Context: an optimization exercise on an open-source flow, tuned for small area. The choices shown serve that exercise and are no tape-out recipe.
Function was checked by simulation only, so behaviour that the tests miss may differ from the original.
No activity file was given, so power comes from the tool's default toggle rates.

## correlator_top
module correlator_top
(
  input  logic                 clk_in,
  input  logic                 i_rst,
  input  logic                 i_pdm_valid,
  input  logic [3-1:0] i_pdm_bits,
  output logic                 o_acc_valid,
  output logic [(((3 * (3 - 1) / 2) > 1) ? $clog2((3 * (3 - 1) / 2)) : 1)-1:0]              o_acc_bl,
  output logic [((8 > 1) ? $clog2(8) : 1)-1:0]             o_acc_lag,
  output logic signed [48-1:0]                 o_acc_data,
  output logic                 o_acc_last
);
For scale: roughly 3200 cells after synthesis, roughly 35000 um2 of cells after synthesis.
==> flow/config.mk <==
export PLATFORM = sky130hd
export DESIGN_NAME = correlator_top
export DESIGN_NICKNAME = correlator_top
export VERILOG_FILES = /design/flow/design.v
export SDC_FILE = /design/flow/constraint.sdc
export NUM_CORES = 4
export LEC_CHECK = 0
export ABC_AREA = 1
export CAP_MARGIN = 10
export CORE_MARGIN = 2
export CORE_UTILIZATION = 55
export SLEW_MARGIN = 10
==> flow/constraint.sdc <==
create_clock -name core_clock -period 20.0 [get_ports {clk_in}]
set_input_delay 4.0000 -clock core_clock [delete_from_list [all_inputs] [get_ports {clk_in}]]
set_output_delay 4.0000 -clock core_clock [all_outputs]
set_load 0.01 [all_outputs]
standard.sh (not shown) runs the stock make flow with config.mk's settings and CLKGATE_MAP_FILE= SYNTH_SCRIPT=/design/flow/synth_recipe.tcl, a recipe that flattens the netlist after the stock synthesis.
==> flow/flow/run.sh <==
#!/bin/bash
# Standard layout with these changes to how it is made:
#  - synthesis maps logic with an area-oriented ABC script (flow/abc_area.script,
#    used through ABC_AREA=1) from a copy of the ORFS scripts folder;
#  - after synthesis, flow/postsynth.py maps the combinational logic again
#    (registers, adders and their names untouched) and keeps the smaller netlist;
#  - the clock tree uses small leaf clusters of clkbuf_4 and no dummy loads;
#  - ports are buffered with buf_1.
# Each tool's output goes to a log file in this folder.
set -euo pipefail
HERE=$(pwd)
rm -rf "$HERE/scripts_mod" "$HERE/post"
cp -r "$FLOW_HOME/scripts" "$HERE/scripts_mod"
cp "$HERE/flow/abc_area.script" "$HERE/scripts_mod/abc_area.script"
CTS="-sink_clustering_enable -repair_clock_nets -dont_use_dummy_load -sink_clustering_size 8 -sink_clustering_max_diameter 80 -buf_list sky130_fd_sc_hd__clkbuf_4"
ARGS=("SCRIPTS_DIR=$HERE/scripts_mod" "CTS_ARGS=$CTS" "BUFFER_PORTS_ARGS=-buffer_cell sky130_fd_sc_hd__buf_1")
bash standard.sh "${ARGS[@]}" synth > make_synth.log 2>&1
RES="$HERE/orfs/results/$FLOW_PLATFORM/correlator_top/base"
LIB="$FLOW_HOME/platforms/$FLOW_PLATFORM/lib/sky130_fd_sc_hd__tt_025C_1v80.lib"
if [[ -x "$FLOW_HOME/../tools/install/yosys/bin/yosys" ]]; then
  export YOSYS_BIN="$FLOW_HOME/../tools/install/yosys/bin/yosys"
fi
cp "$RES/1_2_yosys.v" "$HERE/1_2_yosys.std.v"
python3 "$HERE/flow/postsynth.py" "$LIB" "$FLOW_TOP" "$HERE/1_2_yosys.std.v" "$HERE/1_2_yosys.post.v" \
  "$HERE/post" 10 "$HERE/flow/reabc1.script,$HERE/flow/reabc2.script,$HERE/flow/reabc3.script" \
  > postsynth.log 2>&1
cp "$HERE/1_2_yosys.post.v" "$RES/1_2_yosys.v"
rm -f "$RES/1_synth.odb" "$RES/1_synth.sdc"
bash standard.sh "${ARGS[@]}" finish > make_finish.log 2>&1
==> flow/flow/reabc2.script <==
strash
&get -n
&st
&dch
&nf -a
&put
strash
&get -n
&st
&dch
&nf -a
&put
topo
==> flow/flow/reabc3.script <==
strash
dch
amap
strash
dch
map -a
topo
Other scripts of this flow, unchanged in this note and not shown: flow/flow/abc_area.script, flow/flow/fa_polarity.py, flow/flow/gen_cells.py, flow/flow/postsynth.py, flow/flow/reabc.ys.tpl, flow/flow/reabc1.script
The baseline completed without violations.
Edit:
CAP_MARGIN = 5   (was 10)
CORE_UTILIZATION = 45   (was 55)
SLEW_MARGIN = 5   (was 10)
After rerunning:
- power falls by 1.4%
- cell area rises by 0.91%
- count of clock-buffer cells in the layout does not change
- utilization falls by 11 points
- final cell count rises by 5.0%
- critical path depth is unchanged
- maximum frequency rises by 0.66%
Edit:
--- a/flow/flow/run.sh
+++ b/flow/flow/run.sh
@@ -6,3 +6,3 @@
 #    (registers, adders and their names untouched) and keeps the smaller netlist;
-#  - the clock tree uses small leaf clusters of clkbuf_4 and no dummy loads;
+#  - the clock tree uses fuller leaf clusters of clkbuf_8 and no dummy loads;
 #  - ports are buffered with buf_1.
@@ -14,3 +14,3 @@
 cp "$HERE/flow/abc_area.script" "$HERE/scripts_mod/abc_area.script"
-CTS="-sink_clustering_enable -repair_clock_nets -dont_use_dummy_load -sink_clustering_size 8 -sink_clustering_max_diameter 80 -buf_list sky130_fd_sc_hd__clkbuf_4"
+CTS="-sink_clustering_enable -repair_clock_nets -dont_use_dummy_load -sink_clustering_size 14 -sink_clustering_max_diameter 120 -buf_list sky130_fd_sc_hd__clkbuf_8"
 ARGS=("SCRIPTS_DIR=$HERE/scripts_mod" "CTS_ARGS=$CTS" "BUFFER_PORTS_ARGS=-buffer_cell sky130_fd_sc_hd__buf_1")
CAP_MARGIN = 10   (was 5)
CORE_UTILIZATION = 55   (was 45)
SLEW_MARGIN = 10   (was 5)
Result:
- The changed run completed without violations
- synthesized cell count is unchanged
- combinational power went up by about 2%
- non-clock buffer count went down by 18
- final area went down by 0.73%
- register-to-register slack is worse by 0.20 ns
- global-route usage went up by 6.0 points
- power went up by 1.8%
- core utilization went up by 11 points
Edit:
--- a/flow/flow/run.sh
+++ b/flow/flow/run.sh
@@ -6,3 +6,3 @@
 #    (registers, adders and their names untouched) and keeps the smaller netlist;
-#  - the clock tree uses fuller leaf clusters of clkbuf_8 and no dummy loads;
+#  - the clock tree uses small leaf clusters of clkbuf_4 and no dummy loads;
 #  - ports are buffered with buf_1.
@@ -14,3 +14,3 @@
 cp "$HERE/flow/abc_area.script" "$HERE/scripts_mod/abc_area.script"
-CTS="-sink_clustering_enable -repair_clock_nets -dont_use_dummy_load -sink_clustering_size 14 -sink_clustering_max_diameter 120 -buf_list sky130_fd_sc_hd__clkbuf_8"
+CTS="-sink_clustering_enable -repair_clock_nets -dont_use_dummy_load -sink_clustering_size 8 -sink_clustering_max_diameter 80 -buf_list sky130_fd_sc_hd__clkbuf_4"
 ARGS=("SCRIPTS_DIR=$HERE/scripts_mod" "CTS_ARGS=$CTS" "BUFFER_PORTS_ARGS=-buffer_cell sky130_fd_sc_hd__buf_1")
@@ -24,3 +24,3 @@
 python3 "$HERE/flow/postsynth.py" "$LIB" "$FLOW_TOP" "$HERE/1_2_yosys.std.v" "$HERE/1_2_yosys.post.v" \
-  "$HERE/post" 10 "$HERE/flow/reabc1.script,$HERE/flow/reabc2.script,$HERE/flow/reabc3.script" \
+  "$HERE/post" 16 "$HERE/flow/reabc1.script,$HERE/flow/reabc2.script,$HERE/flow/reabc3.script" \
   > postsynth.log 2>&1
Effect:
- The new run produced a clean layout
- clock skew went up by 0.054 ns
- non-clock buffer count went up by 40
- maximum frequency went up by 0.63%
- via count went down by 2.6%
- routed wire length went up by 0.70%
- clock-buffer cell count went up by 48
Edit:
--- a/flow/flow/run.sh
+++ b/flow/flow/run.sh
@@ -24,3 +24,3 @@
 python3 "$HERE/flow/postsynth.py" "$LIB" "$FLOW_TOP" "$HERE/1_2_yosys.std.v" "$HERE/1_2_yosys.post.v" \
-  "$HERE/post" 16 "$HERE/flow/reabc1.script,$HERE/flow/reabc2.script,$HERE/flow/reabc3.script" \
+  "$HERE/post" 12 "$HERE/flow/reabc1.script,$HERE/flow/reabc2.script,$HERE/flow/reabc3.script,$HERE/flow/reabc4.script" \
   > postsynth.log 2>&1
==> flow/flow/reabc2.script (replaced) <==
strash
dch -f
amap
topo
==> flow/flow/reabc3.script (replaced) <==
strash
&get -n
&st
&dch
&nf -a
&put
strash
&get -n
&st
&dch
&nf -a
&put
topo
==> flow/flow/reabc4.script (new file) <==
strash
&get -n
&deepsyn -T 30
&put
dch
map -a
topo
Result: The changed run finished clean; clock power climbs slightly; routed wire length climbs by a few percent; core utilization climbs by 0.76 points; global-route usage climbs by 1.2 points; design area drops slightly; cell count climbs by a few percent; worst hold slack is better by 0.011 ns; die area drops slightly; worst setup slack is worse by 0.010 ns; clock-buffer cell count does not change; power climbs by well over a third.

==> what the ideal ports hide <==
How much do the figures lean on ideal ports? The routed layouts below were timed once more, with nothing changed but the port constraints. Step 1 sets driving cells, clkbuf_16 on the clock port and buf_2 on the other inputs (assumed; they add their load-dependent delay and slew). Step 2, shift: input delay + t, output delay - t, t = (earliest + latest rising clock arrival at the registers) / 2. This alone moves slack from input paths to output paths. a / b / c = ideal ports / drivers / drivers and shift; a / b = the first two.
run	shift t [ns]	setup WS [ns]	worst hold slack (ns)	slew at the worst register clock pin (ns)	cell pins on the clock port's net
the first run	0.952	0.700 / 0.700 / 0.700	0.269 / 0.269 / 0.269	0.11 / 0.11	1
the second run	0.962	0.828 / 0.828 / 0.828	0.252 / 0.252 / 0.252	0.12 / 0.12	1
the third run	0.714	0.625 / 0.625 / 0.625	0.281 / 0.281 / 0.281	0.11 / 0.11	1
the fourth run	0.927	0.747 / 0.747 / 0.747	0.270 / 0.270 / 0.270	0.12 / 0.12	1
the fifth run	0.944	0.737 / 0.737 / 0.737	0.281 / 0.281 / 0.281	0.11 / 0.11	1
After both steps setup and hold are still met in every run listed.
